From an optimization exercise on the open Yosys and OpenROAD flow, aimed at small area; shortcuts taken in it are not production practice. The RTL was checked by simulation tests, not by an equivalence proof against the original design.

[flow/config.mk]
export PLATFORM = sky130hd
export DESIGN_NAME = aesPanelTop
export DESIGN_NICKNAME = aesPanelTop
export VERILOG_FILES = /design/flow/design.v
export SDC_FILE = /design/flow/constraint.sdc
export NUM_CORES = 8
export LEC_CHECK = 0
export CAP_MARGIN = 20
export CORE_MARGIN = 2
export CORE_UTILIZATION = 40
export PLACE_DENSITY = 0.6
export SLEW_MARGIN = 20
export SYNTH_HIERARCHICAL = 1
[flow/constraint.sdc]
create_clock -name core_clock -period 10.0 [get_ports {clk}]
set_input_delay 2.0000 -clock core_clock [delete_from_list [all_inputs] [get_ports {clk}]]
set_output_delay 2.0000 -clock core_clock [all_outputs]
set_load 0.01 [all_outputs]
[flow/design.v]
`timescale 1ns/1ps
module aesXor2 (
	input  logic a,
	input  logic b,
	output logic y
);
	assign y = a ^ b;
endmodule
module aesXnor2 (
	input  logic a,
	input  logic b,
	output logic y
);
	assign y = ~(a ^ b);
endmodule
module aesNand2 (
	input  logic a,
	input  logic b,
	output logic y
);
	assign y = ~(a & b);
endmodule
module aesNor2 (
	input  logic a,
	input  logic b,
	output logic y
);
	assign y = ~(a | b);
endmodule
module aesXor8 (
	input  logic [7:0] a,
	input  logic [7:0] b,
	output logic [7:0] y
);
	for (genvar i = 0; i < 8; i++) begin : gBit
		aesXor2 uXor (.a(a[i]), .b(b[i]), .y(y[i]));
	end
endmodule
module aesSbox (
	input  logic [7:0] din,
	output logic [7:0] dout
);
	logic U0, U1, U2, U3, U4, U5, U6, U7;
	logic T1, T2, T3, T4, T5, T6, T7, T8, T9, T10, T11, T12;
	logic T13, T14, T15, T16, T17, T18, T19, T20, T21, T22, T23, T24;
	logic T25, T26, T27, M1, M2, M3, M4, M5, M6, M7, M8, M9;
	logic M10, M11, M12, M13, M14, M15, M16, M17, M18, M19, M20, M21;
	logic M22, M23, M24, M25, M26, M27, M28, M29, M30, M31, M32, M33;
	logic M34, M35, M36, M37, M38, M39, M40, M41, M42, M43, M44, M45;
	logic M46, M47, M48, M49, M50, M51, M52, M53, M54, M55, M56, M57;
	logic M58, M59, M60, M61, M62, M63, L0, L1, L2, L3, L4, L5;
	logic L6, L7, L8, L9, L10, L11, L12, L13, L14, L15, L16, L17;
	logic L18, L19, L20, L21, L22, L23, L24, L25, L26, L27, L28, L29;
	assign {U0, U1, U2, U3, U4, U5, U6, U7} = din;
	aesXor2 gT1 (.a(U0), .b(U3), .y(T1));
	aesXor2 gT2 (.a(U0), .b(U5), .y(T2));
	aesXor2 gT3 (.a(U0), .b(U6), .y(T3));
	aesXor2 gT4 (.a(U3), .b(U5), .y(T4));
	aesXor2 gT5 (.a(U4), .b(U6), .y(T5));
	aesXor2 gT6 (.a(T1), .b(T5), .y(T6));
	aesXor2 gT7 (.a(U1), .b(U2), .y(T7));
	aesXor2 gT8 (.a(U7), .b(T6), .y(T8));
	aesXor2 gT9 (.a(U7), .b(T7), .y(T9));
	aesXor2 gT10 (.a(T6), .b(T7), .y(T10));
	aesXor2 gT11 (.a(U1), .b(U5), .y(T11));
	aesXor2 gT12 (.a(U2), .b(U5), .y(T12));
	aesXor2 gT13 (.a(T3), .b(T4), .y(T13));
	aesXor2 gT14 (.a(T6), .b(T11), .y(T14));
	aesXor2 gT15 (.a(T5), .b(T11), .y(T15));
	aesXor2 gT16 (.a(T5), .b(T12), .y(T16));
	aesXor2 gT17 (.a(T9), .b(T16), .y(T17));
	aesXor2 gT18 (.a(U3), .b(U7), .y(T18));
	aesXor2 gT19 (.a(T7), .b(T18), .y(T19));
	aesXor2 gT20 (.a(T1), .b(T19), .y(T20));
	aesXor2 gT21 (.a(U6), .b(U7), .y(T21));
	aesXor2 gT22 (.a(T7), .b(T21), .y(T22));
	aesXor2 gT23 (.a(T2), .b(T22), .y(T23));
	aesXor2 gT24 (.a(T2), .b(T10), .y(T24));
	aesXor2 gT25 (.a(T20), .b(T17), .y(T25));
	aesXor2 gT26 (.a(T3), .b(T16), .y(T26));
	aesXor2 gT27 (.a(T1), .b(T12), .y(T27));
	aesNand2 gM1 (.a(T13), .b(T6), .y(M1));
	aesNand2 gM2 (.a(T23), .b(T8), .y(M2));
	aesXnor2 gM3 (.a(T14), .b(M1), .y(M3));
	aesNand2 gM4 (.a(T19), .b(U7), .y(M4));
	aesXor2 gM5 (.a(M4), .b(M1), .y(M5));
	aesNand2 gM6 (.a(T3), .b(T16), .y(M6));
	aesNand2 gM7 (.a(T22), .b(T9), .y(M7));
	aesXnor2 gM8 (.a(T26), .b(M6), .y(M8));
	aesNand2 gM9 (.a(T20), .b(T17), .y(M9));
	aesXor2 gM10 (.a(M9), .b(M6), .y(M10));
	aesNand2 gM11 (.a(T1), .b(T15), .y(M11));
	aesNand2 gM12 (.a(T4), .b(T27), .y(M12));
	aesXor2 gM13 (.a(M12), .b(M11), .y(M13));
	aesNand2 gM14 (.a(T2), .b(T10), .y(M14));
	aesXor2 gM15 (.a(M14), .b(M11), .y(M15));
	aesXnor2 gM16 (.a(M3), .b(M2), .y(M16));
	aesXor2 gM17 (.a(M5), .b(T24), .y(M17));
	aesXnor2 gM18 (.a(M8), .b(M7), .y(M18));
	aesXor2 gM19 (.a(M10), .b(M15), .y(M19));
	aesXor2 gM20 (.a(M16), .b(M13), .y(M20));
	aesXor2 gM21 (.a(M17), .b(M15), .y(M21));
	aesXor2 gM22 (.a(M18), .b(M13), .y(M22));
	aesXor2 gM23 (.a(M19), .b(T25), .y(M23));
	aesXnor2 gM24 (.a(M22), .b(M23), .y(M24));
	aesNand2 gM25 (.a(M22), .b(M20), .y(M25));
	aesXor2 gM26 (.a(M21), .b(M25), .y(M26));
	aesXnor2 gM27 (.a(M20), .b(M21), .y(M27));
	aesXor2 gM28 (.a(M23), .b(M25), .y(M28));
	aesNor2 gM29 (.a(M28), .b(M27), .y(M29));
	aesNor2 gM30 (.a(M26), .b(M24), .y(M30));
	aesNand2 gM31 (.a(M20), .b(M23), .y(M31));
	aesNor2 gM32 (.a(M27), .b(M31), .y(M32));
	aesXor2 gM33 (.a(M27), .b(M25), .y(M33));
	aesNand2 gM34 (.a(M21), .b(M22), .y(M34));
	aesNor2 gM35 (.a(M24), .b(M34), .y(M35));
	aesXor2 gM36 (.a(M24), .b(M25), .y(M36));
	aesXor2 gM37 (.a(M21), .b(M29), .y(M37));
	aesXor2 gM38 (.a(M32), .b(M33), .y(M38));
	aesXor2 gM39 (.a(M23), .b(M30), .y(M39));
	aesXor2 gM40 (.a(M35), .b(M36), .y(M40));
	aesXor2 gM41 (.a(M38), .b(M40), .y(M41));
	aesXor2 gM42 (.a(M37), .b(M39), .y(M42));
	aesXor2 gM43 (.a(M37), .b(M38), .y(M43));
	aesXor2 gM44 (.a(M39), .b(M40), .y(M44));
	aesXor2 gM45 (.a(M42), .b(M41), .y(M45));
	aesNand2 gM46 (.a(M44), .b(T6), .y(M46));
	aesNand2 gM47 (.a(M40), .b(T8), .y(M47));
	aesNand2 gM48 (.a(M39), .b(U7), .y(M48));
	aesNand2 gM49 (.a(M43), .b(T16), .y(M49));
	aesNand2 gM50 (.a(M38), .b(T9), .y(M50));
	aesNand2 gM51 (.a(M37), .b(T17), .y(M51));
	aesNand2 gM52 (.a(M42), .b(T15), .y(M52));
	aesNand2 gM53 (.a(M45), .b(T27), .y(M53));
	aesNand2 gM54 (.a(M41), .b(T10), .y(M54));
	aesNand2 gM55 (.a(M44), .b(T13), .y(M55));
	aesNand2 gM56 (.a(M40), .b(T23), .y(M56));
	aesNand2 gM57 (.a(M39), .b(T19), .y(M57));
	aesNand2 gM58 (.a(M43), .b(T3), .y(M58));
	aesNand2 gM59 (.a(M38), .b(T22), .y(M59));
	aesNand2 gM60 (.a(M37), .b(T20), .y(M60));
	aesNand2 gM61 (.a(M42), .b(T1), .y(M61));
	aesNand2 gM62 (.a(M45), .b(T4), .y(M62));
	aesNand2 gM63 (.a(M41), .b(T2), .y(M63));
	aesXor2 gL0 (.a(M61), .b(M62), .y(L0));
	aesXor2 gL1 (.a(M50), .b(M56), .y(L1));
	aesXor2 gL2 (.a(M46), .b(M48), .y(L2));
	aesXor2 gL3 (.a(M47), .b(M55), .y(L3));
	aesXor2 gL4 (.a(M54), .b(M58), .y(L4));
	aesXor2 gL5 (.a(M49), .b(M61), .y(L5));
	aesXnor2 gL6 (.a(M62), .b(L5), .y(L6));
	aesXnor2 gL7 (.a(M46), .b(L3), .y(L7));
	aesXor2 gL8 (.a(M51), .b(M59), .y(L8));
	aesXor2 gL9 (.a(M52), .b(M53), .y(L9));
	aesXnor2 gL10 (.a(M53), .b(L4), .y(L10));
	aesXnor2 gL11 (.a(M60), .b(L2), .y(L11));
	aesXor2 gL12 (.a(M48), .b(M51), .y(L12));
	aesXnor2 gL13 (.a(M50), .b(L0), .y(L13));
	aesXor2 gL14 (.a(M52), .b(M61), .y(L14));
	aesXnor2 gL15 (.a(M55), .b(L1), .y(L15));
	aesXnor2 gL16 (.a(M56), .b(L0), .y(L16));
	aesXnor2 gL17 (.a(M57), .b(L1), .y(L17));
	aesXnor2 gL18 (.a(M58), .b(L8), .y(L18));
	aesXnor2 gL19 (.a(M63), .b(L4), .y(L19));
	aesXor2 gL20 (.a(L0), .b(L1), .y(L20));
	aesXor2 gL21 (.a(L1), .b(L7), .y(L21));
	aesXor2 gL22 (.a(L3), .b(L12), .y(L22));
	aesXor2 gL23 (.a(L18), .b(L2), .y(L23));
	aesXor2 gL24 (.a(L15), .b(L9), .y(L24));
	aesXor2 gL25 (.a(L6), .b(L10), .y(L25));
	aesXor2 gL26 (.a(L7), .b(L9), .y(L26));
	aesXor2 gL27 (.a(L8), .b(L10), .y(L27));
	aesXor2 gL28 (.a(L11), .b(L14), .y(L28));
	aesXor2 gL29 (.a(L11), .b(L17), .y(L29));
	aesXor2 gS0 (.a(L6), .b(L24), .y(dout[7]));
	aesXnor2 gS1 (.a(L16), .b(L26), .y(dout[6]));
	aesXnor2 gS2 (.a(L19), .b(L28), .y(dout[5]));
	aesXor2 gS3 (.a(L6), .b(L21), .y(dout[4]));
	aesXor2 gS4 (.a(L20), .b(L22), .y(dout[3]));
	aesXor2 gS5 (.a(L25), .b(L29), .y(dout[2]));
	aesXnor2 gS6 (.a(L13), .b(L27), .y(dout[1]));
	aesXnor2 gS7 (.a(L6), .b(L23), .y(dout[0]));
endmodule
`timescale 1ns/1ps
module encryptCtrl (
	input  logic clk,
	input  logic rstN,
	input  logic set,
	input  logic lastStep,
	output logic start,
	output logic busy,
	output logic cipherValid
);
	logic setQ;
	assign start = rstN && setQ && !set;
	always_ff @(posedge clk) begin
		if (!rstN) begin
			setQ        <= 1'b0;
			busy        <= 1'b0;
			cipherValid <= 1'b0;
		end else begin
			setQ <= set;
			if (start) begin
				busy        <= 1'b1;
				cipherValid <= 1'b0;
			end else if (lastStep) begin
				busy        <= 1'b0;
				cipherValid <= 1'b1;
			end else if (set) begin
				cipherValid <= 1'b0;
			end
		end
	end
endmodule
`timescale 1ns/1ps
module roundCounter (
	input  logic       clk,
	input  logic       start,
	input  logic       busy,
	output logic [3:0] slot,
	output logic [2:0] rev,
	output logic [3:0] roundNum,
	output logic       lastStep
);
	logic revEnd;
	assign revEnd = busy && (slot == 4'd15);
	assign lastStep = revEnd && (roundNum == 4'd10) && (rev == 3'd2);
	always_ff @(posedge clk) begin
		if (start) begin
			slot     <= 4'd0;
			rev      <= 3'd0;
			roundNum <= 4'd0;
		end else begin
			slot <= slot + 4'd1;
			if (revEnd) begin
				if ((roundNum == 4'd0) || ((roundNum != 4'd10) && (rev == 3'd6))) begin
					roundNum <= roundNum + 4'd1;
					rev      <= 3'd0;
				end else begin
					rev <= rev + 3'd1;
				end
			end
		end
	end
endmodule
`timescale 1ns/1ps
module keySchedule (
	input  logic         clk,
	input  logic [127:0] cipherKey,
	input  logic [3:0]   slot,
	input  logic         loadKey,
	input  logic         expand,
	input  logic [7:0]   rcon,
	input  logic [1:0]   tapSel,
	input  logic [7:0]   sboxOut,
	output logic [7:0]   sboxSrc,
	output logic [7:0]   keyTap
);
	logic [127:0] ring;
	logic [7:0]   keyIn;
	logic [3:0]   keySel;
	logic [7:0]   keyByte;
	logic [7:0]   mixIn;
	logic [7:0]   rconIn;
	logic [7:0]   sboxRcon;
	logic [7:0]   expanded;
	assign keySel = ~slot;
	assign keyByte = cipherKey[8 * keySel +: 8];
	assign sboxSrc = (slot[1:0] == 2'd3) ? ring[79:72] : ring[111:104];
	assign rconIn = (slot[1:0] == 2'd0) ? rcon : 8'h00;
	aesXor8 uRcon (.a(sboxOut), .b(rconIn), .y(sboxRcon));
	always_comb begin
		if (!expand) begin
			mixIn = 8'h00;
		end else if (slot[3:2] == 2'd0) begin
			mixIn = sboxRcon;
		end else begin
			mixIn = ring[103:96];
		end
	end
	aesXor8 uExpand (.a(ring[7:0]), .b(mixIn), .y(expanded));
	assign keyIn = loadKey ? keyByte : expanded;
	assign keyTap = ring[{tapSel, 5'd0} +: 8];
	always_ff @(posedge clk) begin
		ring <= {keyIn, ring[127:8]};
	end
endmodule
`timescale 1ns/1ps
module roundDatapath (
	input  logic         clk,
	input  logic [7:0]   plainByte,
	input  logic         loadState,
	input  logic         subBytes,
	input  logic         addKey,
	input  logic         mixEn,
	input  logic         mixDouble,
	input  logic         keySbox,
	input  logic [7:0]   sboxSrc,
	input  logic [7:0]   keyTap,
	input  logic [3:0]   readIdx,
	output logic [7:0]   readByte,
	output logic [7:0]   sboxOut
);
	logic [127:0] ring;
	logic [7:0]   head;
	logic [7:0]   operand;
	logic [7:0]   sum;
	logic [7:0]   stateIn;
	logic [7:0]   doubled;
	logic [7:0]   sboxIn;
	assign head = ring[7:0];
	assign readByte = ring[8 * readIdx +: 8];
	assign doubled[0] = readByte[7];
	assign doubled[2] = readByte[1];
	assign doubled[5] = readByte[4];
	assign doubled[6] = readByte[5];
	assign doubled[7] = readByte[6];
	aesXor2 uDbl1 (.a(readByte[0]), .b(readByte[7]), .y(doubled[1]));
	aesXor2 uDbl3 (.a(readByte[2]), .b(readByte[7]), .y(doubled[3]));
	aesXor2 uDbl4 (.a(readByte[3]), .b(readByte[7]), .y(doubled[4]));
	always_comb begin
		if (addKey) begin
			operand = keyTap;
		end else if (mixEn) begin
			operand = mixDouble ? doubled : readByte;
		end else begin
			operand = 8'h00;
		end
	end
	aesXor8 uSum (.a(head), .b(operand), .y(sum));
	assign sboxIn = keySbox ? sboxSrc : sum;
	aesSbox uSbox (.din(sboxIn), .dout(sboxOut));
	always_comb begin
		if (loadState) begin
			stateIn = plainByte;
		end else if (subBytes) begin
			stateIn = sboxOut;
		end else begin
			stateIn = sum;
		end
	end
	always_ff @(posedge clk) begin
		ring <= {stateIn, ring[127:8]};
	end
endmodule
`timescale 1ns/1ps
module panelEntry (
	input  logic         clk,
	input  logic         rstN,
	input  logic         set,
	input  logic         buttonU,
	input  logic         buttonD,
	input  logic         buttonL,
	input  logic         buttonR,
	input  logic         cipherValid,
	input  logic [7:0]   cipherByte,
	input  logic         loadState,
	input  logic [3:0]   loadPhase,
	output logic [7:0]   plainByte,
	output logic [3:0]   curPhase,
	output logic [7:0]   sevenNum
);
	logic [127:0] plainBlock;
	logic [3:0]   readPhase;
	logic         edit;
	logic [7:0]   editByte;
	logic [8:0]   carry;
	logic [7:0]   writeByte;
	logic [15:0]  writeEn;
	assign readPhase = loadState ? loadPhase : curPhase;
	assign plainByte = plainBlock[8 * readPhase +: 8];
	always_ff @(posedge clk) begin
		if (!rstN) begin
			curPhase <= 4'd0;
		end else if (buttonR) begin
			curPhase <= curPhase + 4'd1;
		end else if (buttonL) begin
			curPhase <= curPhase - 4'd1;
		end
	end
	always_comb begin
		carry[0] = 1'b1;
		for (int i = 0; i < 8; i++) begin
			carry[i + 1] = carry[i] && (plainByte[i] == buttonU);
		end
	end
	assign editByte = plainByte ^ carry[7:0];
	assign edit = set && (buttonU || buttonD) && !carry[8];
	assign writeByte = rstN ? editByte : 8'h00;
	always_comb begin
		for (int b = 0; b < 16; b++) begin
			writeEn[b] = !rstN || (edit && (curPhase == 4'(b)));
		end
	end
	always_ff @(posedge clk) begin
		for (int b = 0; b < 16; b++) begin
			if (writeEn[b]) begin
				plainBlock[8 * b +: 8] <= writeByte;
			end
		end
	end
	always_ff @(posedge clk) begin
		if (!rstN) begin
			sevenNum <= 8'd0;
		end else if (set) begin
			sevenNum <= plainByte;
		end else if (cipherValid) begin
			sevenNum <= cipherByte;
		end else begin
			sevenNum <= 8'd0;
		end
	end
endmodule
`timescale 1ns/1ps
module aesPanelTop (
	input  logic         clk,
	input  logic         rstN,
	input  logic         set,
	input  logic         buttonU,
	input  logic         buttonD,
	input  logic         buttonL,
	input  logic         buttonR,
	input  logic [127:0] cipherKey,
	output logic [3:0]   curPhase,
	output logic [7:0]   sevenNum,
	output logic         cipherValid
);
	logic       start;
	logic       busy;
	logic       lastStep;
	logic [3:0] slot;
	logic [2:0] rev;
	logic [3:0] roundNum;
	logic       loadState;
	logic       subBytes;
	logic       expand;
	logic       finalKey;
	logic       addKey;
	logic       keySbox;
	logic       mixRev;
	logic       mixEn;
	logic       mixDouble;
	logic [1:0] mixSrc;
	logic [1:0] row;
	logic [3:0] mixIdx;
	logic [1:0] dispRow;
	logic [1:0] dispCol;
	logic [3:0] dispSlot;
	logic [3:0] readIdx;
	logic [1:0] keyLayout;
	logic [1:0] tapSel;
	logic [7:0] rcon;
	logic [7:0] plainByte;
	logic [7:0] readByte;
	logic [7:0] sboxOut;
	logic [7:0] sboxSrc;
	logic [7:0] keyTap;
	encryptCtrl uCtrl (
		.clk(clk),
		.rstN(rstN),
		.set(set),
		.lastStep(lastStep),
		.start(start),
		.busy(busy),
		.cipherValid(cipherValid)
	);
	roundCounter uCounter (
		.clk(clk),
		.start(start),
		.busy(busy),
		.slot(slot),
		.rev(rev),
		.roundNum(roundNum),
		.lastStep(lastStep)
	);
	assign row       = slot[1:0];
	assign loadState = busy && (roundNum == 4'd0);
	assign subBytes  = busy && (roundNum != 4'd0) && (rev == 3'd0);
	assign expand    = busy && (roundNum != 4'd0) && (rev == 3'd1);
	assign finalKey  = busy && (roundNum == 4'd10) && (rev == 3'd2);
	assign addKey    = subBytes || finalKey;
	assign keySbox   = expand && (slot[3:2] == 2'd0);
	assign mixRev    = busy && (roundNum != 4'd0) && (roundNum != 4'd10) && (rev != 3'd0);
	always_comb begin
		mixEn     = 1'b0;
		mixDouble = 1'b0;
		mixSrc    = 2'd0;
		case ({rev, row})
			{3'd1, 2'd0}: begin mixEn = 1'b1; mixSrc = 2'd3; end
			{3'd1, 2'd1}: begin mixEn = 1'b1; mixSrc = 2'd3; end
			{3'd1, 2'd2}: begin mixEn = 1'b1; mixSrc = 2'd3; end
			{3'd2, 2'd0}: begin mixEn = 1'b1; mixSrc = 2'd2; end
			{3'd2, 2'd3}: begin mixEn = 1'b1; mixSrc = 2'd2; mixDouble = 1'b1; end
			{3'd3, 2'd1}: begin mixEn = 1'b1; mixSrc = 2'd0; end
			{3'd3, 2'd2}: begin mixEn = 1'b1; mixSrc = 2'd0; mixDouble = 1'b1; end
			{3'd3, 2'd3}: begin mixEn = 1'b1; mixSrc = 2'd0; mixDouble = 1'b1; end
			{3'd4, 2'd0}: begin mixEn = 1'b1; mixSrc = 2'd1; mixDouble = 1'b1; end
			{3'd4, 2'd3}: begin mixEn = 1'b1; mixSrc = 2'd1; end
			{3'd5, 2'd1}: begin mixEn = 1'b1; mixSrc = 2'd0; end
			{3'd5, 2'd2}: begin mixEn = 1'b1; mixSrc = 2'd3; end
			{3'd6, 2'd0}: begin mixEn = 1'b1; mixSrc = 2'd2; end
			{3'd6, 2'd1}: begin mixEn = 1'b1; mixSrc = 2'd3; end
			default: ;
		endcase
		mixEn = mixEn && mixRev;
	end
	always_comb begin
		case ({roundNum[1:0], rev, row})
			{2'd0, 3'd1, 2'd0}: mixIdx = 4'd3;
			{2'd0, 3'd1, 2'd1}: mixIdx = 4'd2;
			{2'd0, 3'd1, 2'd2}: mixIdx = 4'd1;
			{2'd0, 3'd2, 2'd0}: mixIdx = 4'd2;
			{2'd0, 3'd2, 2'd3}: mixIdx = 4'd15;
			{2'd0, 3'd3, 2'd1}: mixIdx = 4'd15;
			{2'd0, 3'd3, 2'd2}: mixIdx = 4'd14;
			{2'd0, 3'd3, 2'd3}: mixIdx = 4'd13;
			{2'd0, 3'd4, 2'd0}: mixIdx = 4'd1;
			{2'd0, 3'd4, 2'd3}: mixIdx = 4'd14;
			{2'd0, 3'd5, 2'd1}: mixIdx = 4'd15;
			{2'd0, 3'd5, 2'd2}: mixIdx = 4'd1;
			{2'd0, 3'd6, 2'd0}: mixIdx = 4'd2;
			{2'd0, 3'd6, 2'd1}: mixIdx = 4'd2;
			{2'd1, 3'd1, 2'd0}: mixIdx = 4'd15;
			{2'd1, 3'd1, 2'd1}: mixIdx = 4'd10;
			{2'd1, 3'd1, 2'd2}: mixIdx = 4'd5;
			{2'd1, 3'd2, 2'd0}: mixIdx = 4'd10;
			{2'd1, 3'd2, 2'd3}: mixIdx = 4'd11;
			{2'd1, 3'd3, 2'd1}: mixIdx = 4'd11;
			{2'd1, 3'd3, 2'd2}: mixIdx = 4'd6;
			{2'd1, 3'd3, 2'd3}: mixIdx = 4'd1;
			{2'd1, 3'd4, 2'd0}: mixIdx = 4'd5;
			{2'd1, 3'd4, 2'd3}: mixIdx = 4'd6;
			{2'd1, 3'd5, 2'd1}: mixIdx = 4'd11;
			{2'd1, 3'd5, 2'd2}: mixIdx = 4'd5;
			{2'd1, 3'd6, 2'd0}: mixIdx = 4'd10;
			{2'd1, 3'd6, 2'd1}: mixIdx = 4'd10;
			{2'd2, 3'd1, 2'd0}: mixIdx = 4'd11;
			{2'd2, 3'd1, 2'd1}: mixIdx = 4'd2;
			{2'd2, 3'd1, 2'd2}: mixIdx = 4'd9;
			{2'd2, 3'd2, 2'd0}: mixIdx = 4'd2;
			{2'd2, 3'd2, 2'd3}: mixIdx = 4'd7;
			{2'd2, 3'd3, 2'd1}: mixIdx = 4'd7;
			{2'd2, 3'd3, 2'd2}: mixIdx = 4'd14;
			{2'd2, 3'd3, 2'd3}: mixIdx = 4'd5;
			{2'd2, 3'd4, 2'd0}: mixIdx = 4'd9;
			{2'd2, 3'd4, 2'd3}: mixIdx = 4'd14;
			{2'd2, 3'd5, 2'd1}: mixIdx = 4'd7;
			{2'd2, 3'd5, 2'd2}: mixIdx = 4'd9;
			{2'd2, 3'd6, 2'd0}: mixIdx = 4'd2;
			{2'd2, 3'd6, 2'd1}: mixIdx = 4'd2;
			{2'd3, 3'd1, 2'd0}: mixIdx = 4'd7;
			{2'd3, 3'd1, 2'd1}: mixIdx = 4'd10;
			{2'd3, 3'd1, 2'd2}: mixIdx = 4'd13;
			{2'd3, 3'd2, 2'd0}: mixIdx = 4'd10;
			{2'd3, 3'd2, 2'd3}: mixIdx = 4'd3;
			{2'd3, 3'd3, 2'd1}: mixIdx = 4'd3;
			{2'd3, 3'd3, 2'd2}: mixIdx = 4'd6;
			{2'd3, 3'd3, 2'd3}: mixIdx = 4'd9;
			{2'd3, 3'd4, 2'd0}: mixIdx = 4'd13;
			{2'd3, 3'd4, 2'd3}: mixIdx = 4'd6;
			{2'd3, 3'd5, 2'd1}: mixIdx = 4'd3;
			{2'd3, 3'd5, 2'd2}: mixIdx = 4'd13;
			{2'd3, 3'd6, 2'd0}: mixIdx = 4'd10;
			{2'd3, 3'd6, 2'd1}: mixIdx = 4'd10;
			default: mixIdx = 4'd0;
		endcase
	end
	assign dispRow  = ~curPhase[1:0];
	assign dispCol  = ~curPhase[3:2] + {dispRow[0], 1'b0};
	assign dispSlot = {dispCol, dispRow};
	assign readIdx  = mixRev ? mixIdx : (dispSlot - slot);
	assign keyLayout = finalKey ? 2'd2 : (roundNum[1:0] - 2'd1);
	always_comb begin
		case ({keyLayout, row})
			{2'd0, 2'd0}: tapSel = 2'd0;
			{2'd0, 2'd1}: tapSel = 2'd0;
			{2'd0, 2'd2}: tapSel = 2'd0;
			{2'd0, 2'd3}: tapSel = 2'd0;
			{2'd1, 2'd0}: tapSel = 2'd0;
			{2'd1, 2'd1}: tapSel = 2'd3;
			{2'd1, 2'd2}: tapSel = 2'd2;
			{2'd1, 2'd3}: tapSel = 2'd1;
			{2'd2, 2'd0}: tapSel = 2'd0;
			{2'd2, 2'd1}: tapSel = 2'd2;
			{2'd2, 2'd2}: tapSel = 2'd0;
			{2'd2, 2'd3}: tapSel = 2'd2;
			{2'd3, 2'd0}: tapSel = 2'd0;
			{2'd3, 2'd1}: tapSel = 2'd1;
			{2'd3, 2'd2}: tapSel = 2'd2;
			{2'd3, 2'd3}: tapSel = 2'd3;
			default: tapSel = 2'd0;
		endcase
	end
	always_comb begin
		case (roundNum)
			4'd1:    rcon = 8'h01;
			4'd2:    rcon = 8'h02;
			4'd3:    rcon = 8'h04;
			4'd4:    rcon = 8'h08;
			4'd5:    rcon = 8'h10;
			4'd6:    rcon = 8'h20;
			4'd7:    rcon = 8'h40;
			4'd8:    rcon = 8'h80;
			4'd9:    rcon = 8'h1b;
			4'd10:   rcon = 8'h36;
			default: rcon = 8'h00;
		endcase
	end
	keySchedule uKeys (
		.clk(clk),
		.cipherKey(cipherKey),
		.slot(slot),
		.loadKey(loadState),
		.expand(expand),
		.rcon(rcon),
		.tapSel(tapSel),
		.sboxOut(sboxOut),
		.sboxSrc(sboxSrc),
		.keyTap(keyTap)
	);
	roundDatapath uDatapath (
		.clk(clk),
		.plainByte(plainByte),
		.loadState(loadState),
		.subBytes(subBytes),
		.addKey(addKey),
		.mixEn(mixEn),
		.mixDouble(mixDouble),
		.keySbox(keySbox),
		.sboxSrc(sboxSrc),
		.keyTap(keyTap),
		.readIdx(readIdx),
		.readByte(readByte),
		.sboxOut(sboxOut)
	);
	panelEntry uPanel (
		.clk(clk),
		.rstN(rstN),
		.set(set),
		.buttonU(buttonU),
		.buttonD(buttonD),
		.buttonL(buttonL),
		.buttonR(buttonR),
		.cipherValid(cipherValid),
		.cipherByte(readByte),
		.loadState(loadState),
		.loadPhase(~slot),
		.plainByte(plainByte),
		.curPhase(curPhase),
		.sevenNum(sevenNum)
	);
endmodule
[flow/run.sh]
#!/bin/bash
# synth_recipe.tcl (not shown) runs the flow's synth.tcl, then flattens the netlist and writes it again
# the make line also repeats each setting of config.mk as NAME=value (left out here)
make -C /OpenROAD-flow-scripts/flow DESIGN_CONFIG=/design/flow/config.mk WORK_HOME=/design/flow/orfs CLKGATE_MAP_FILE= SYNTH_SCRIPT=/design/flow/synth_recipe.tcl finish
==> results.py <==
metrics = {
    "critical_path": {
        "cp.required_ps": 10470,
        "crit_type": "register to register",
        "cp.arrival_ps": 9730,
        "end_kind": "register",
        "cpPeakStageDelay_ps": 390,
        "critPathLaunchType": "register",
        "worst-path-max-fanout": 14,
        "crit_slowest_cell": "ha_1",
        "path_common_cell": "xor2_1",
    },
    "synth": {
        "syn_nets": 1518,
        "synth-seq-cells": 410,
        "yosys_most_used_dff": "dfxtp_1",
        "yosysUniqueCellTypes": 77,
        "synth-compound-area-share": 0.0774,
        "synthAdderAreaFrac": 0.0187,
        "synth_edf_count": 128,
        "synthArstFlopShare": 0,
        "muxShareOfSynthArea": 0.160,
        "synthSimpleGateAreaFrac": 0.0861,
        "syn_inst": 1358,
        "yosysWarnings": 12,
        "synth-xor-area-share": 0.0727,
        "synth_area_um2": 17100,
        "yosys-top-cells-area": "dfxtp_1 33%, edfxtp_1 22%, mux4_2 7.9%",
        "ys_seq_area_frac": 0.555,
        "avgSynthCellArea_um2": 12.6,
        "synth_largest_area_cell": "dfxtp_1",
        "synth_top_area_frac": 0.330,
        "synth_top_family_by_area": "multiplexers",
    },
    "final_layout": {
        "layout_commonest_cell": "dfxtp_1",
        "drive_above_1_share": 0.157,
        "syn_to_final_growth_pct": 21.6,
        "fin_cells": 2106,
        "fin_area_um2": 20800,
        "nFillCells": 3689,
        "mostFrequentLayoutCells": "280 x dfxtp_1, 147 x clkdlybuf4s50_1, 128 x edfxtp_1",
        "nets": 1695,
        "insertedDiodeCount": 0,
    },
    "timing": {
        "finalSetupViolCount": 0,
        "clock.fmax_mhz": 108,
        "slew_headroom": 0.277,
        "post-route-period-util": 0.927,
        "finalClockSkew_ps": 28.3,
        "hold_viol_final": 0,
        "finalCriticalPeriod_ps": 9270,
        "setup_tns_ps": 0,
        "drv_slew": 0,
        "rsz0062_at_grt": "no",
        "worst_pin_slew_ps": 1080,
    },
    "clock_tree": {
        "htree_levels": 2,
        "cts_root_buf": "clkbuf_16",
        "clkTransAtPathRegs_ps": 70,
        "cts_tree": "done",
        "clockBufferDepth": 3,
        "clk_latency_ps": 550,
        "ctsHoldBuffers": 0,
        "cts_made_buffers": 41,
        "cts.sinks": 410,
    },
    "routing": {
        "drtAntennaViolNets": 0,
        "drt_wl_total_mm": 42.7,
        "drc": 0,
        "vias": 11100,
        "drt_iter0_drc": 792,
        "wl_per_cell_um": 20.3,
        "drt_pass1_iterations": 5,
        "vias_per_cell": 5.25,
    },
    "placed_design": {
        "io_buffers": 147,
        "hpwlAfterDp_mm": 30.1,
        "gp_congestion": 0.919,
        "place_area_um2": 19400,
        "placed_cells": 2025,
    },
    "floorplan": {
        "die_h_um": 211,
        "coreArea_um2": 42000,
        "io_pins": 148,
        "dieArea_um2": 44400,
        "die_w_um": 211,
        "fp-row-count": 75,
        "start_util": 0.407,
    },
    "grt": {
        "overflow": 0,
        "grt_util_all_layers": 0.192,
        "grt_max_degree": 47,
        "antenna_found_initial": 0,
        "grt_pass1_wl_mm": 65.6,
        "grt_pass1_vias": 11200,
    },
    "outcome": {
        "status": "no timing/DRC/antenna violations",
    },
    "hold_path": {
        "hold_path.class": "register to register",
    },
    "run": {
        "cap_violations": 0,
    },
}
[layer usage]
layer / track usage / vias to the layer above / wire length, um
met3: 0.0343 / 60 / 2430
met4: 0.0508 / 0 / 888
met2: 0.295 / 267 / 19500
met5: 0 / - / 0
li1: - / 5295 / -
met1: 0.279 / 5443 / 19900
[kinds of logic after synthesis]
logic type	Yosys count
AOI/OAI and AO/OA	184
xor gates and xnor gates	142
adders and majority gates	25
buffers and inverters	103
DFF	410
muxes	195
and+or+nand+nor	299
[Yosys cell counts, types with 10 or more instances]
master    instances
mux4_2           60
nand2_1         114
nand4_1          11
a22oi_1          46
o21ai_0          29
nor2b_1          12
mux2_2           10
o41ai_1          17
clkbuf_1         27
mux2i_1         114
mux2_1           10
and2_1           16
ha_1             24
edfxtp_1        128
nand3_1          38
buf_2            11
nand2b_1         16
nor2_1           52
dfxtp_1         282
inv_1            34
xnor2_1          33
buf_4            15
xor2_1          109
a21oi_1          30
[Yosys stat by module, one instance, submodules excluded, excerpt]
module	cells inside	cell area, um2
aesNand2	1	3.75
panelEntry	339	5890
roundDatapath	349	4230
aesPanelTop	128	897
roundCounter	68	593
keySchedule	307	4190
aesXnor2	1	8.76
aesXor2	1	8.76
aesNor2	1	3.75
encryptCtrl	12	126
[path summary, 6_finish.rpt]
kind / slack (ps) / endpoint / from / cells past startpoint
hold / removal: 300 / uKeys.ring[81] / uKeys.ring[89] / 0
hold reg to reg: 300 / uKeys.ring[81] / uKeys.ring[89] / 0
setup / recovery: 730 / uKeys.ring[121] / uCounter.slot[0] / 39
setup reg to reg: 730 / uKeys.ring[121] / uCounter.slot[0] / 39
[critical path, delay by kind of cell (launching register included)]
kind | cells | cell delay, ps
compound gates | 8 | 2120
xor+xnor | 18 | 4520
simple gates | 8 | 1100
fa+ha+maj | 1 | 390
mux | 1 | 320
buf+inv | 3 | 400
flops | 1 | 380
[layout make-up]
type | instances | area, um2 | area share
inverter | 35 | 131 | 0.00631
sequential | 410 | 9490 | 0.456
timing repair buffer | 201 | 1880 | 0.0902
multi-input combinational | 846 | 7280 | 0.350
clock inverter | 19 | 166 | 0.00800
clock buffer | 56 | 1190 | 0.0574
tap | 539 | 674 | 0.0324
[per-stage QoR]
step / setup WS (ps) / utilization / hold WS [ps]
floorplan: 1250 / - / 310
global placement: 734 / 0.460 / 310
detailed placement: 516 / 0.460 / 312
CTS: 467 / 0.493 / 312
global route: 41.3 / 0.495 / 314
finish: 734 / 0.495 / 303
[sequential cells by signal, summed over array words and instances, names as in the netlist]
| name | cells |
|---|---|
| uPanel.plainBlock | 128 |
| uCtrl.cipherValid | 1 |
| uKeys.ring | 128 |
| uCounter.slot | 4 |
| uCounter.rev | 3 |
| uPanel.sevenNum | 8 |
| uCounter.roundNum | 4 |
| uCtrl.busy | 1 |
| uDatapath.ring | 128 |
| uCtrl.setQ | 1 |
| uPanel.curPhase | 4 |
[what timing repair did]
action	4_1_cts	5_1_grt
endpoints found under the hold margin	0	0
setup buffers	0	5
endpoints found under the setup margin	0	9
resized for setup	0	8

port drivers added, routing unchanged:
The results above use ideal ports. As a check the final layout listed here was re-extracted and re-timed, cells and wires unchanged. Step 1 assumes that a clkbuf_16 drives the clock port and a buf_2 every other input. Step 2 adds t to the input delays and takes it off the output delays; t is the mean of the earliest and latest rising clock arrival at the registers after step 1. Input paths then give back, and output paths get back, about the clock's delay inside the block. a / b / c = no drivers / after step 1 / after step 2; a / b = the first two.
t, ns: 0.593
setup slack, ns: 0.734 / 0.734 / 0.734
hold slack, ns: 0.303 / 0.303 / 0.303
worst setup path after step 2: register to register
After both steps this run still meets setup and hold. The setup slack of this run moves by 0.000 ns with the drivers and by 0.000 ns with both steps.
